From an optimization exercise on the open Yosys and OpenROAD flow, aimed at small area, a short achievable clock period and few clock cycles per item; shortcuts taken in it are not production practice.

==> flow/design.v (excerpt) <==
module sorted_term_accumulator
#(
	parameter int MAX_TERMS = sta_pkg::DEF_MAX_TERMS
) (
	input  logic                     clk,
	input  logic                     arst_n,
	input  logic                     in_valid,
	output logic                     in_stall,
	input  logic                     op,
	input  logic signed [sta_pkg::COEF_W-1:0] coefficient,
	input  logic signed [sta_pkg::EXP_W-1:0]  exponent,
	output logic                     out_valid,
	input  logic                     out_stall,
	output logic signed [sta_pkg::COEF_W-1:0] term_coefficient,
	output logic signed [sta_pkg::EXP_W-1:0]  term_exponent,
	output logic                     term_valid,
	output logic                     last,
	output logic                     dropped,
	output logic [sta_pkg::CNT_W-1:0]         term_count
);
export LEC_CHECK = 0
export CAP_MARGIN = 20
export CORE_MARGIN = 2
export CORE_UTILIZATION = 35
export SETUP_SLACK_MARGIN = 4.5
export SLEW_MARGIN = 20
create_clock -name core_clock -period 8.0 [get_ports {clk}]
run.sh (not shown) runs the stock make flow with config.mk's settings and CLKGATE_MAP_FILE= SYNTH_SCRIPT=/design/flow/synth_recipe.tcl, a recipe that flattens the netlist after the stock synthesis.
The baseline failed in global routing.
Rerun with:
--- a/flow/design.v
+++ b/flow/design.v
@@ -120,37 +120,38 @@
 		.bus_c     (bus_c),
 		.bus_e     (bus_e),
 		.ce        (ce),
 		.ee        (ee)
 	);
 	logic [N-1:0]  v_q;
 	logic [KW-1:0] cnt_q;
 	logic                 a_vld_q, a_op_q;
 	logic signed [CW-1:0] a_c_q;
 	logic signed [EW-1:0] a_e_q;
-	logic                 b_vld_q, b_op_q, b_found_q;
+	logic                 b_vld_q, b_op_q, b_found_q, b_zero_q;
 	logic signed [CW-1:0] b_c_q, b_cm_q;
 	logic signed [EW-1:0] b_e_q;
 	logic [N-1:0]         b_ge_q;    
 	logic [KW-1:0]        b_j_q;     
 	logic                 in_stall_q;
 	logic [1:0]           q_cnt_q;
 	logic                 o_vld_q;
 	logic [OW-1:0]        o_q, s_q;
-	logic signed [CW-1:0] sum;
-	logic                 zero;
+	logic signed [CW-1:0] sum, sum_a;
+	logic                 zero, zero_a;
 	sta_ctrl u_add (
 		.a    (b_cm_q),
 		.b    (b_c_q),
 		.sum  (sum),
-		.zero (zero)
+		.zero ()
 	);
+	assign zero = b_zero_q;
 	logic          q_space, b_fire, b_done, full, empty, is_add, d_last;
 	logic          do_ins, do_upd, do_del, do_dmp, do_drop;
 	logic [N-1:0]  pos_oh;
 	logic [N-1:0]  v_up1;   
 	logic [OW-1:0] push_w;
 	logic [KW-1:0] cnt_n;
 	assign q_space = (q_cnt_q != 2'd2);
 	assign b_fire  = b_vld_q & q_space;
 	assign full    = v_q[N-1];
 	assign empty   = ~v_q[0];
@@ -226,20 +227,26 @@
 			for (int i = 0; i < N; i++) begin
 				if (b_ge_q[i]) begin
 					ge_n[i] = (i == N-1) ? 1'b1 : ge_raw[i+1];
 				end
 			end
 			if (e_same) begin
 				found_n = 1'b0;
 			end
 		end
 	end
+	sta_ctrl u_zero (
+		.a    (cm_n),
+		.b    (a_c_q),
+		.sum  (sum_a),
+		.zero (zero_a)
+	);
 	assign a_adv  = a_vld_q & (~b_vld_q | (b_fire & is_add));
 	assign accept = in_valid & ~in_stall_q;
 	logic       a_vld_n, b_vld_n, b_op_n, push, pop;
 	logic [1:0] q_cnt_n;
 	assign push    = b_fire;
 	assign pop     = o_vld_q & ~out_stall;
 	assign a_vld_n = accept | (a_vld_q & ~a_adv);
 	assign b_vld_n = a_adv | (b_vld_q & ~b_done);
 	assign b_op_n  = a_adv ? a_op_q : b_op_q;
 	assign q_cnt_n = q_cnt_q + {1'b0, push} - {1'b0, pop};
@@ -272,20 +279,21 @@
 			a_c_q  <= coefficient;
 			a_e_q  <= exponent;
 		end
 		if (a_adv) begin
 			b_op_q    <= a_op_q;
 			b_c_q     <= a_c_q;
 			b_e_q     <= a_e_q;
 			b_ge_q    <= ge_n;
 			b_found_q <= found_n;
 			b_cm_q    <= cm_n;
+			b_zero_q  <= zero_a;
 			b_j_q     <= '0;
 		end else if (do_dmp) begin
 			b_j_q     <= b_j_q + KW'(1);
 		end
 		if (push) begin
 			if (!o_vld_q || (pop && q_cnt_q == 2'd1)) begin
 				o_q <= push_w;
 			end else if (pop) begin
 				o_q <= s_q;
 				s_q <= push_w;
The changed run died in global routing (GRT-0232).
Synthesized cell count came out higher by 5.7%.
Synthesized area goes up by 2.1%.
Function was not checked in any run of this note: the RTL went through the layout flow alone.
